What follows belongs to an exercise in optimizing a design on an open flow for small area and a short achievable clock period; a production flow would make more cautious choices.
RTL that was checked went through simulation tests only; none was proved equivalent to the original.
Function not checked in run 2: the RTL went through the layout flow alone.
No activity file was given, so power comes from the tool's default toggle rates.

## flow/design.v (module list and top-level ports; edited modules follow where they fit)
// module worley_field_pipe: 3890 lines
// module wl_fa: 10 lines
// module wl_ha: 9 lines
module worley_field_pipe #(
  parameter int NUM_PTS    = 4,
  parameter int COORD_W    = 10,
  parameter int H_ACTIVE   = 640,
  parameter int V_ACTIVE   = 480,
  parameter int DIST_SHIFT = 8,
  parameter int OUT_W      = 8
) (
  input  logic               clk,
  input  logic               rst_n,
  input  logic               frame_start,
  input  logic               pix_valid,
  input  logic [COORD_W-1:0] x,
  input  logic [COORD_W-1:0] y,
  output logic               noise_valid,
  output logic [OUT_W-1:0]   noise,
  output logic [2:0]         cell_id,
  output logic               busy
);
  // ...
==> flow/run.sh <==
#!/bin/bash
# synth_recipe.tcl (not shown) runs the flow's synth.tcl, then flattens the netlist and writes it again
# the make line also repeats each setting of config.mk as NAME=value (left out here)
make -C /OpenROAD-flow-scripts/flow DESIGN_CONFIG=/design/flow/config.mk WORK_HOME=/design/flow/orfs CLKGATE_MAP_FILE= SYNTH_SCRIPT=/design/flow/synth_recipe.tcl finish
==> flow/config.mk <==
export PLATFORM = sky130hd
export DESIGN_NAME = worley_field_pipe
export DESIGN_NICKNAME = worley_field_pipe
export VERILOG_FILES = /design/flow/design.v
export SDC_FILE = /design/flow/constraint.sdc
export NUM_CORES = 4
export LEC_CHECK = 0
export CAP_MARGIN = 20
export CORE_MARGIN = 2
export CORE_UTILIZATION = 45
export CTS_CLUSTER_DIAMETER = 100
export CTS_CLUSTER_SIZE = 30
export SETUP_SLACK_MARGIN = 5.0
export SLEW_MARGIN = 20
export SYNTH_HIERARCHICAL = 1
export SYNTH_MINIMUM_KEEP_SIZE = 0
==> flow/constraint.sdc <==
create_clock -name core_clock -period 8.0 [get_ports {clk}]
set_input_delay 1.6000 -clock core_clock [delete_from_list [all_inputs] [get_ports {clk}]]
set_output_delay 1.6000 -clock core_clock [all_outputs]
set_load 0.01 [all_outputs]
==> reports/metrics.cfg, run 1 <==
[run_status]
status=complete, no violations

[placed_design]
dp.cells=3457
globalplace.congestion=0.902

[routing]
wl_met3_um=2190
wirelength_um=68600
dr.pass1.iters=6
vias=18900

[grt]
use_met1=0.296
grt_pass1_vias=19800
grt_pass1_wl_um=109000

[die]
row_count=91
die_h_um=252
coreArea_mm2=0.0614
n_tap_cell=790

[setup_path]
crit_path_max_incr_delay_ns=0.53
crit_fanout=9
worstSetupEndpoint=ra0[6]$_DFF_P_
crit_path_end_kind=flop
reg2reg_from=ay0[9]$_DFF_P_

[finish]
insertedDiodeCount=0
area_growth_pct=12.8
final_core_util=0.510
nonClockInverterCount=163

[clocking]
cts_tree=yes
cts_buffers=22
cts.sinks=402

[sta]
layout_setup_ws_ns=4.98
setup_viol=0
max_freq_ghz=0.331

[yosys]
yosys.area.top_type=dfxtp_1
synth_top_family_by_area=adder cells
yosys.area_share.simple=0.176

[pwr]
clock_net_power_w=0.00139

[min_path]
min-delay-start=vld[1]$_SDFF_PN0_

==> run 2: changes to the inputs <==
--- a/flow/design.v
+++ b/flow/design.v
@@ -2873,23 +2873,16 @@
   logic k10_16;
   logic k10_17;
   logic k10_18;
   logic k10_19;
   logic k10_20;
   logic k10_21;
   logic k10_22;
   logic k10_23;
-  logic k10_24;
-  logic k10_25;
-  logic k10_26;
-  logic k10_27;
-  logic k10_28;
-  logic k10_29;
-  logic k10_30;
   assign k10_0 = dd1[0] & ~dd0[0];
   assign k10_1 = dd1[0] | ~dd0[0];
   assign k10_2 = dd1[1] & ~dd0[1];
   assign k10_3 = dd1[1] | ~dd0[1];
   assign k10_4 = dd1[2] & ~dd0[2];
   assign k10_5 = dd1[2] | ~dd0[2];
   assign k10_6 = dd1[3] & ~dd0[3];
   assign k10_7 = dd1[3] | ~dd0[3];
@@ -2898,31 +2891,24 @@
   assign k10_10 = dd1[5] & ~dd0[5];
   assign k10_11 = dd1[5] | ~dd0[5];
   assign k10_12 = dd1[6] & ~dd0[6];
   assign k10_13 = dd1[6] | ~dd0[6];
   assign k10_14 = dd1[7] & ~dd0[7];
   assign k10_15 = dd1[7] | ~dd0[7];
   assign k10_16 = k10_0 | (k10_1 & 1'b1);
   assign k10_17 = k10_2 | (k10_3 & k10_16);
-  assign k10_18 = k10_3 & k10_1;
-  assign k10_19 = k10_6 | (k10_7 & k10_4);
-  assign k10_20 = k10_7 & k10_5;
-  assign k10_21 = k10_10 | (k10_11 & k10_8);
-  assign k10_22 = k10_11 & k10_9;
-  assign k10_23 = k10_14 | (k10_15 & k10_12);
-  assign k10_24 = k10_15 & k10_13;
-  assign k10_25 = k10_19 | (k10_20 & k10_17);
-  assign k10_26 = k10_20 & k10_18;
-  assign k10_27 = k10_23 | (k10_24 & k10_21);
-  assign k10_28 = k10_24 & k10_22;
-  assign k10_29 = k10_27 | (k10_28 & k10_25);
-  assign k10_30 = k10_28 & k10_26;
+  assign k10_18 = k10_4 | (k10_5 & k10_17);
+  assign k10_19 = k10_6 | (k10_7 & k10_18);
+  assign k10_20 = k10_8 | (k10_9 & k10_19);
+  assign k10_21 = k10_10 | (k10_11 & k10_20);
+  assign k10_22 = k10_12 | (k10_13 & k10_21);
+  assign k10_23 = k10_14 | (k10_15 & k10_22);
   logic k10;
-  assign k10 = ~k10_29;
+  assign k10 = ~k10_23;
   logic q10;
   always_ff @(posedge clk) q10 <= k10;
   logic k20_0;
   logic k20_1;
   logic k20_2;
   logic k20_3;
   logic k20_4;
   logic k20_5;
@@ -2939,23 +2925,16 @@
   logic k20_16;
   logic k20_17;
   logic k20_18;
   logic k20_19;
   logic k20_20;
   logic k20_21;
   logic k20_22;
   logic k20_23;
-  logic k20_24;
-  logic k20_25;
-  logic k20_26;
-  logic k20_27;
-  logic k20_28;
-  logic k20_29;
-  logic k20_30;
   assign k20_0 = dd2[0] & ~dd0[0];
   assign k20_1 = dd2[0] | ~dd0[0];
   assign k20_2 = dd2[1] & ~dd0[1];
   assign k20_3 = dd2[1] | ~dd0[1];
   assign k20_4 = dd2[2] & ~dd0[2];
   assign k20_5 = dd2[2] | ~dd0[2];
   assign k20_6 = dd2[3] & ~dd0[3];
   assign k20_7 = dd2[3] | ~dd0[3];
@@ -2964,31 +2943,24 @@
   assign k20_10 = dd2[5] & ~dd0[5];
   assign k20_11 = dd2[5] | ~dd0[5];
   assign k20_12 = dd2[6] & ~dd0[6];
   assign k20_13 = dd2[6] | ~dd0[6];
   assign k20_14 = dd2[7] & ~dd0[7];
   assign k20_15 = dd2[7] | ~dd0[7];
   assign k20_16 = k20_0 | (k20_1 & 1'b1);
   assign k20_17 = k20_2 | (k20_3 & k20_16);
-  assign k20_18 = k20_3 & k20_1;
-  assign k20_19 = k20_6 | (k20_7 & k20_4);
-  assign k20_20 = k20_7 & k20_5;
-  assign k20_21 = k20_10 | (k20_11 & k20_8);
-  assign k20_22 = k20_11 & k20_9;
-  assign k20_23 = k20_14 | (k20_15 & k20_12);
-  assign k20_24 = k20_15 & k20_13;
-  assign k20_25 = k20_19 | (k20_20 & k20_17);
-  assign k20_26 = k20_20 & k20_18;
-  assign k20_27 = k20_23 | (k20_24 & k20_21);
-  assign k20_28 = k20_24 & k20_22;
-  assign k20_29 = k20_27 | (k20_28 & k20_25);
-  assign k20_30 = k20_28 & k20_26;
+  assign k20_18 = k20_4 | (k20_5 & k20_17);
+  assign k20_19 = k20_6 | (k20_7 & k20_18);
+  assign k20_20 = k20_8 | (k20_9 & k20_19);
+  assign k20_21 = k20_10 | (k20_11 & k20_20);
+  assign k20_22 = k20_12 | (k20_13 & k20_21);
+  assign k20_23 = k20_14 | (k20_15 & k20_22);
   logic k20;
-  assign k20 = ~k20_29;
+  assign k20 = ~k20_23;
   logic q20;
   always_ff @(posedge clk) q20 <= k20;
   logic k30_0;
   logic k30_1;
   logic k30_2;
   logic k30_3;
   logic k30_4;
   logic k30_5;
@@ -3005,23 +2977,16 @@
   logic k30_16;
   logic k30_17;
   logic k30_18;
   logic k30_19;
   logic k30_20;
   logic k30_21;
   logic k30_22;
   logic k30_23;
-  logic k30_24;
-  logic k30_25;
-  logic k30_26;
-  logic k30_27;
-  logic k30_28;
-  logic k30_29;
-  logic k30_30;
   assign k30_0 = dd3[0] & ~dd0[0];
   assign k30_1 = dd3[0] | ~dd0[0];
   assign k30_2 = dd3[1] & ~dd0[1];
   assign k30_3 = dd3[1] | ~dd0[1];
   assign k30_4 = dd3[2] & ~dd0[2];
   assign k30_5 = dd3[2] | ~dd0[2];
   assign k30_6 = dd3[3] & ~dd0[3];
   assign k30_7 = dd3[3] | ~dd0[3];
@@ -3030,31 +2995,24 @@
   assign k30_10 = dd3[5] & ~dd0[5];
   assign k30_11 = dd3[5] | ~dd0[5];
   assign k30_12 = dd3[6] & ~dd0[6];
   assign k30_13 = dd3[6] | ~dd0[6];
   assign k30_14 = dd3[7] & ~dd0[7];
   assign k30_15 = dd3[7] | ~dd0[7];
   assign k30_16 = k30_0 | (k30_1 & 1'b1);
   assign k30_17 = k30_2 | (k30_3 & k30_16);
-  assign k30_18 = k30_3 & k30_1;
-  assign k30_19 = k30_6 | (k30_7 & k30_4);
-  assign k30_20 = k30_7 & k30_5;
-  assign k30_21 = k30_10 | (k30_11 & k30_8);
-  assign k30_22 = k30_11 & k30_9;
-  assign k30_23 = k30_14 | (k30_15 & k30_12);
-  assign k30_24 = k30_15 & k30_13;
-  assign k30_25 = k30_19 | (k30_20 & k30_17);
-  assign k30_26 = k30_20 & k30_18;
-  assign k30_27 = k30_23 | (k30_24 & k30_21);
-  assign k30_28 = k30_24 & k30_22;
-  assign k30_29 = k30_27 | (k30_28 & k30_25);
-  assign k30_30 = k30_28 & k30_26;
+  assign k30_18 = k30_4 | (k30_5 & k30_17);
+  assign k30_19 = k30_6 | (k30_7 & k30_18);
+  assign k30_20 = k30_8 | (k30_9 & k30_19);
+  assign k30_21 = k30_10 | (k30_11 & k30_20);
+  assign k30_22 = k30_12 | (k30_13 & k30_21);
+  assign k30_23 = k30_14 | (k30_15 & k30_22);
   logic k30;
-  assign k30 = ~k30_29;
+  assign k30 = ~k30_23;
   logic q30;
   always_ff @(posedge clk) q30 <= k30;
   logic k21_0;
   logic k21_1;
   logic k21_2;
   logic k21_3;
   logic k21_4;
   logic k21_5;
@@ -3071,23 +3029,16 @@
   logic k21_16;
   logic k21_17;
   logic k21_18;
   logic k21_19;
   logic k21_20;
   logic k21_21;
   logic k21_22;
   logic k21_23;
-  logic k21_24;
-  logic k21_25;
-  logic k21_26;
-  logic k21_27;
-  logic k21_28;
-  logic k21_29;
-  logic k21_30;
   assign k21_0 = dd2[0] & ~dd1[0];
   assign k21_1 = dd2[0] | ~dd1[0];
   assign k21_2 = dd2[1] & ~dd1[1];
   assign k21_3 = dd2[1] | ~dd1[1];
   assign k21_4 = dd2[2] & ~dd1[2];
   assign k21_5 = dd2[2] | ~dd1[2];
   assign k21_6 = dd2[3] & ~dd1[3];
   assign k21_7 = dd2[3] | ~dd1[3];
@@ -3096,31 +3047,24 @@
   assign k21_10 = dd2[5] & ~dd1[5];
   assign k21_11 = dd2[5] | ~dd1[5];
   assign k21_12 = dd2[6] & ~dd1[6];
   assign k21_13 = dd2[6] | ~dd1[6];
   assign k21_14 = dd2[7] & ~dd1[7];
   assign k21_15 = dd2[7] | ~dd1[7];
   assign k21_16 = k21_0 | (k21_1 & 1'b1);
   assign k21_17 = k21_2 | (k21_3 & k21_16);
-  assign k21_18 = k21_3 & k21_1;
-  assign k21_19 = k21_6 | (k21_7 & k21_4);
-  assign k21_20 = k21_7 & k21_5;
-  assign k21_21 = k21_10 | (k21_11 & k21_8);
-  assign k21_22 = k21_11 & k21_9;
-  assign k21_23 = k21_14 | (k21_15 & k21_12);
-  assign k21_24 = k21_15 & k21_13;
-  assign k21_25 = k21_19 | (k21_20 & k21_17);
-  assign k21_26 = k21_20 & k21_18;
-  assign k21_27 = k21_23 | (k21_24 & k21_21);
-  assign k21_28 = k21_24 & k21_22;
-  assign k21_29 = k21_27 | (k21_28 & k21_25);
-  assign k21_30 = k21_28 & k21_26;
+  assign k21_18 = k21_4 | (k21_5 & k21_17);
+  assign k21_19 = k21_6 | (k21_7 & k21_18);
+  assign k21_20 = k21_8 | (k21_9 & k21_19);
+  assign k21_21 = k21_10 | (k21_11 & k21_20);
+  assign k21_22 = k21_12 | (k21_13 & k21_21);
+  assign k21_23 = k21_14 | (k21_15 & k21_22);
   logic k21;
-  assign k21 = ~k21_29;
+  assign k21 = ~k21_23;
   logic q21;
   always_ff @(posedge clk) q21 <= k21;
   logic k31_0;
   logic k31_1;
   logic k31_2;
   logic k31_3;
   logic k31_4;
   logic k31_5;
@@ -3137,23 +3081,16 @@
   logic k31_16;
   logic k31_17;
   logic k31_18;
   logic k31_19;
   logic k31_20;
   logic k31_21;
   logic k31_22;
   logic k31_23;
-  logic k31_24;
-  logic k31_25;
-  logic k31_26;
-  logic k31_27;
-  logic k31_28;
-  logic k31_29;
-  logic k31_30;
   assign k31_0 = dd3[0] & ~dd1[0];
   assign k31_1 = dd3[0] | ~dd1[0];
   assign k31_2 = dd3[1] & ~dd1[1];
   assign k31_3 = dd3[1] | ~dd1[1];
   assign k31_4 = dd3[2] & ~dd1[2];
   assign k31_5 = dd3[2] | ~dd1[2];
   assign k31_6 = dd3[3] & ~dd1[3];
   assign k31_7 = dd3[3] | ~dd1[3];
@@ -3162,31 +3099,24 @@
   assign k31_10 = dd3[5] & ~dd1[5];
   assign k31_11 = dd3[5] | ~dd1[5];
   assign k31_12 = dd3[6] & ~dd1[6];
   assign k31_13 = dd3[6] | ~dd1[6];
   assign k31_14 = dd3[7] & ~dd1[7];
   assign k31_15 = dd3[7] | ~dd1[7];
   assign k31_16 = k31_0 | (k31_1 & 1'b1);
   assign k31_17 = k31_2 | (k31_3 & k31_16);
-  assign k31_18 = k31_3 & k31_1;
-  assign k31_19 = k31_6 | (k31_7 & k31_4);
-  assign k31_20 = k31_7 & k31_5;
-  assign k31_21 = k31_10 | (k31_11 & k31_8);
-  assign k31_22 = k31_11 & k31_9;
-  assign k31_23 = k31_14 | (k31_15 & k31_12);
-  assign k31_24 = k31_15 & k31_13;
-  assign k31_25 = k31_19 | (k31_20 & k31_17);
-  assign k31_26 = k31_20 & k31_18;
-  assign k31_27 = k31_23 | (k31_24 & k31_21);
-  assign k31_28 = k31_24 & k31_22;
-  assign k31_29 = k31_27 | (k31_28 & k31_25);
-  assign k31_30 = k31_28 & k31_26;
+  assign k31_18 = k31_4 | (k31_5 & k31_17);
+  assign k31_19 = k31_6 | (k31_7 & k31_18);
+  assign k31_20 = k31_8 | (k31_9 & k31_19);
+  assign k31_21 = k31_10 | (k31_11 & k31_20);
+  assign k31_22 = k31_12 | (k31_13 & k31_21);
+  assign k31_23 = k31_14 | (k31_15 & k31_22);
   logic k31;
-  assign k31 = ~k31_29;
+  assign k31 = ~k31_23;
   logic q31;
   always_ff @(posedge clk) q31 <= k31;
   logic k32_0;
   logic k32_1;
   logic k32_2;
   logic k32_3;
   logic k32_4;
   logic k32_5;
@@ -3203,23 +3133,16 @@
   logic k32_16;
   logic k32_17;
   logic k32_18;
   logic k32_19;
   logic k32_20;
   logic k32_21;
   logic k32_22;
   logic k32_23;
-  logic k32_24;
-  logic k32_25;
-  logic k32_26;
-  logic k32_27;
-  logic k32_28;
-  logic k32_29;
-  logic k32_30;
   assign k32_0 = dd3[0] & ~dd2[0];
   assign k32_1 = dd3[0] | ~dd2[0];
   assign k32_2 = dd3[1] & ~dd2[1];
   assign k32_3 = dd3[1] | ~dd2[1];
   assign k32_4 = dd3[2] & ~dd2[2];
   assign k32_5 = dd3[2] | ~dd2[2];
   assign k32_6 = dd3[3] & ~dd2[3];
   assign k32_7 = dd3[3] | ~dd2[3];
@@ -3228,31 +3151,24 @@
   assign k32_10 = dd3[5] & ~dd2[5];
   assign k32_11 = dd3[5] | ~dd2[5];
   assign k32_12 = dd3[6] & ~dd2[6];
   assign k32_13 = dd3[6] | ~dd2[6];
   assign k32_14 = dd3[7] & ~dd2[7];
   assign k32_15 = dd3[7] | ~dd2[7];
   assign k32_16 = k32_0 | (k32_1 & 1'b1);
   assign k32_17 = k32_2 | (k32_3 & k32_16);
-  assign k32_18 = k32_3 & k32_1;
-  assign k32_19 = k32_6 | (k32_7 & k32_4);
-  assign k32_20 = k32_7 & k32_5;
-  assign k32_21 = k32_10 | (k32_11 & k32_8);
-  assign k32_22 = k32_11 & k32_9;
-  assign k32_23 = k32_14 | (k32_15 & k32_12);
-  assign k32_24 = k32_15 & k32_13;
-  assign k32_25 = k32_19 | (k32_20 & k32_17);
-  assign k32_26 = k32_20 & k32_18;
-  assign k32_27 = k32_23 | (k32_24 & k32_21);
-  assign k32_28 = k32_24 & k32_22;
-  assign k32_29 = k32_27 | (k32_28 & k32_25);
-  assign k32_30 = k32_28 & k32_26;
+  assign k32_18 = k32_4 | (k32_5 & k32_17);
+  assign k32_19 = k32_6 | (k32_7 & k32_18);
+  assign k32_20 = k32_8 | (k32_9 & k32_19);
+  assign k32_21 = k32_10 | (k32_11 & k32_20);
+  assign k32_22 = k32_12 | (k32_13 & k32_21);
+  assign k32_23 = k32_14 | (k32_15 & k32_22);
   logic k32;
-  assign k32 = ~k32_29;
+  assign k32 = ~k32_23;
   logic q32;
   always_ff @(posedge clk) q32 <= k32;
   logic l10_0;
   logic l10_1;
   logic l10_2;
   logic l10_3;
   logic l10_4;
   logic l10_5;
==> flow/config.mk (replaced) <==
export PLATFORM = sky130hd
export DESIGN_NAME = worley_field_pipe
export DESIGN_NICKNAME = worley_field_pipe
export VERILOG_FILES = /design/flow/design.v
export SDC_FILE = /design/flow/constraint.sdc
export NUM_CORES = 4
export LEC_CHECK = 0
export CAP_MARGIN = 20
export CORE_MARGIN = 2
export CORE_UTILIZATION = 50
export CTS_CLUSTER_DIAMETER = 100
export CTS_CLUSTER_SIZE = 30
export SETUP_SLACK_MARGIN = 5.0
export SLEW_MARGIN = 20
export SYNTH_HIERARCHICAL = 1
export SYNTH_MINIMUM_KEEP_SIZE = 0
==> run 2 against run 1 <==
Maximum frequency grew 1.8%. Via count increased by 0.31%. Non-clock buffer count fell by 24. First-iteration DRC count shrank 9.4%. Critical path depth stayed put. Setup slack improved by 0.054 ns. Hold slack worse by 0.0015 ns. Area after synthesis rose by 0.30%. Combinational power grew 3%. Global-route usage grew 2.5 points. Core utilization is 5.8 points higher. Critical endpoint unchanged.
==> reports/metrics.cfg, run 2 <==
[sta]
fin_crit_sh=0.371
max_freq_ghz=0.337  ; +1.8%
worst_pin_slew_ns=0.987
totalNegativeSetupSlack_ns=0
setup_viol=0  ; unchanged
layout_setup_ws_ns=5.03  ; +0.0536 ns
whs_ns=0.444
relSlewSlack=0.341
fin_skew_ns=0.0408
rsz0062_at_grt=yes
hold_viol=0
min_period_ns=2.97
report.final.slew_viol_count=0

[routing]
dr.pass1.iters=8  ; +2
avgViaCountPerCell=5.41
drt_iter0_drc=951
wirelength_um=67700  ; -1.3%
vias=19000  ; +0.31%
post-route-drc-count=0
drtAntennaViolNets=0
routedWlPerCell_um=19.3

[finish]
drive_gt1_frac=0.132
final_core_util=0.568  ; +0.0581
fillers=4811
largest_register_ffs=40
layout_commonest_cell=and2_1
stdcell_area_mm2=0.0313
area_growth_pct=12.4
final_cell_mix=and2_1, dfxtp_1, fa_1
regMostFlops=px
reg_top3=px (40), py (36)
fin_nets=3298

[die]
io_pins=37
die_h_um=240  ; -4.9%
row_count=86  ; -5.5%
dieArea_mm2=0.0576
coreArea_mm2=0.0551  ; -10%
initial_core_util=0.506
die_x_um=240

[setup_path]
r2r-end=ra0[6]$_DFF_P_
cp_slowest_cell=fa_1
critical_path_arrival_ns=3.44
crit_path_end_kind=flop
cp-start-kind=flop
worstPathRequired_ns=8.47
crit_path_max_incr_delay_ns=0.54  ; about the same
path_cells=and2_1, fa_1, fa_1, fa_2, fa_1, fa_1
r2r_setup_slack_ns=5.03
crit_top_cell=fa_1
crit_fanout=8  ; -1
path_class=flop to flop
r2r_cells=6
reg2reg_from=ay0[9]$_DFF_P_

[run]
maxCapViolations=0

[grt]
grt_pass1_vias=19600  ; -0.96%
grt-ovfl-total=0
antenna_found_initial=2
grt_pass1_wl_um=108000  ; -0.89%
grt_max_degree=31
grt_usage=0.240

[yosys]
yosysMostFrequentCell=dfxtp_1
ys_top_cells_by_area=dfxtp_1, fa_1, and2_1, ha_1, xnor2_1
synth_top_cell_area_share=0.289
synthTopCellsByCount=dfxtp_1, and2_1, fa_1, ha_1, nand2_1
async_flop_share=0
yosys_warnings=9
synth_edf_count=0
syn_area_per_cell_um2=10.6
syn_area_mm2=0.0279
seq_area_frac_synth=0.289
synth_nets=3189
syn_inst=2633
yosys.area.top_type=dfxtp_1
ys_ff_latch=402
ys_types=87
ys.flop_type=dfxtp_1

[clocking]
cts_buffers=24  ; +9.1%
cts.sinks=402  ; unchanged
path_clk_slew_ns=0.11
htreeDepth=1
clk_latency_ns=0.60
cts.path.max_buffers=3
root_buffer=clkbuf_16
cts_tree=yes
cts-hold-fix-buffers=0

[placed_design]
dp_slack_ns=4.39
portBuffers=35
post_dp_cell_area_mm2=0.0290
dp_hpwl_um=53200
globalplace.congestion=0.885  ; -1.8%

[pwr]
peakVddDrop_mv=0.310
power_density_mw_per_mm2=351
p_leak_nw=13.6

[min_path]
hp-class=flop to flop
hold_path_end=vld[1]$_SDFF_PN0_
min-delay-start=vld[0]$_SDFF_PN0_
worstHoldPathCells=1

[run_status]
status=complete, no violations

## run 2: cell count changes after synthesis, sizes merged, moves of 7 or more
cell / delta
nand4: -9
nor4: +11
a21oi: +25
maj3: -13
inv: -19
o2111a: +7
a21o: +12
nand2: -32
a222oi: -10
xor2: +8
buf: +10
nor3: -21
## run 2: worst max path at each step
stage,to,startpoint,slack [ns]
finish,ra0[6]$_DFF_P_,ay0[9]$_DFF_P_,5.03
detailed placement,px[3][7]$_SDFF_PP0_,rst_n,4.39
global route,ax3[9]$_DFF_P_,xs[0]$_DFF_P_,4.92
floorplan,ra0[6]$_DFF_P_,ax0[6]$_DFF_P_,5.08
CTS,px[3][7]$_SDFF_PP0_,rst_n,4.98
global placement,px[0][7]$_SDFF_PN1_,rst_n,4.46
## run 2: critical path: cells and delay by family (launching register included)
family                     cells  cell delay (ns)
DFF                            1             0.39
and+or+nand+nor                1             0.19
adders and majority gates      5             2.28
## run 2: per-stage QoR
| step | instances | power [W] |
|---|---|---|
| floorplan | 2633 | 0.00730 |
| finish | 3506 | 0.0110 |
| CTS | 3462 | 0.0109 |
| detailed placement | 3386 | 0.00918 |
| global route | 3506 | 0.0120 |
| global placement | 3386 | 0.00904 |
## run 2: cells by family (layout without fill, tap and decap cells)
family | after synthesis | after routing | synth area share
flops | 402 | 402 | 0.289
xor+xnor | 213 | 213 | 0.0670
fa+ha+maj | 570 | 570 | 0.350
compound gates | 403 | 403 | 0.0990
mux | 5 | 5 | 0.00180
other cells | 1 | 2 | 0.000135
simple gates | 860 | 860 | 0.168
buf+inv | 179 | 303 | 0.0248
## run 2: modules after synthesis (local to each module, per instance)
module             area (µm²)  flops+latches  cells
wl_fa                    20.0              0      1
wl_ha                    12.5              0      1
worley_field_pipe       21300            402   2289
## run 2: where the power goes
| part | switching (W) | leakage [nW] | internal (W) |
|---|---|---|---|
| Sequential | 0.000650 | 3.38 | 0.00274 |
| Combinational | 0.00321 | 9.75 | 0.00288 |
| Clock | 0.000833 | 0.443 | 0.000679 |
## run 2: final cells by class
class	count	area (µm²)	area share
timing repair buffer	117	966	0.0309
multi-input combinational	2052	19600	0.625
inverter	145	551	0.0176
tap	748	936	0.0299
clock buffer	27	643	0.0205
clock inverter	14	294	0.00939
antenna	1	2.50	0.0000799
sequential	402	8350	0.267
## run 2: metal layers
layer,global-route usage,vias up,wire length (µm)
met1,0.327,9449,30800
met2,0.396,393,31200
li1,-,9037,-
met3,0.0374,101,3430
met4,0.0728,0,2230
met5,0,-,0
## run 2: what timing repair did
action,CTS,global route
gates resized for setup,193,108
pin swaps,13,55
buffers inserted,35,43
setup endpoints to repair,113,110

-- what the ideal ports hide --
No port has a modelled driver above. Below, the same layouts with a new extraction and two added sets of constraints. Step 1 sets driving cells, clkbuf_16 on the clock port and buf_2 on the other inputs (assumed; they add their load-dependent delay and slew). Step 2 also shifts input and output timing later by t, the mid clock arrival at the registers, as if the neighbouring blocks saw the same clock. a / b / c = ideal / step 1 / step 2; a / b = the first two.
run	t (ns)	setup WS [ns]	hold slack, ns
run 1	0.623	4.978 / 4.978 / 4.833	0.446 / 0.446 / 0.446
run 2	0.633	5.032 / 5.032 / 4.723	0.444 / 0.444 / 0.444
After both steps setup and hold are still met in every run listed. For run 2, which loses most, drivers alone change the setup slack by 0.000 ns; drivers and shift together by -0.309 ns.
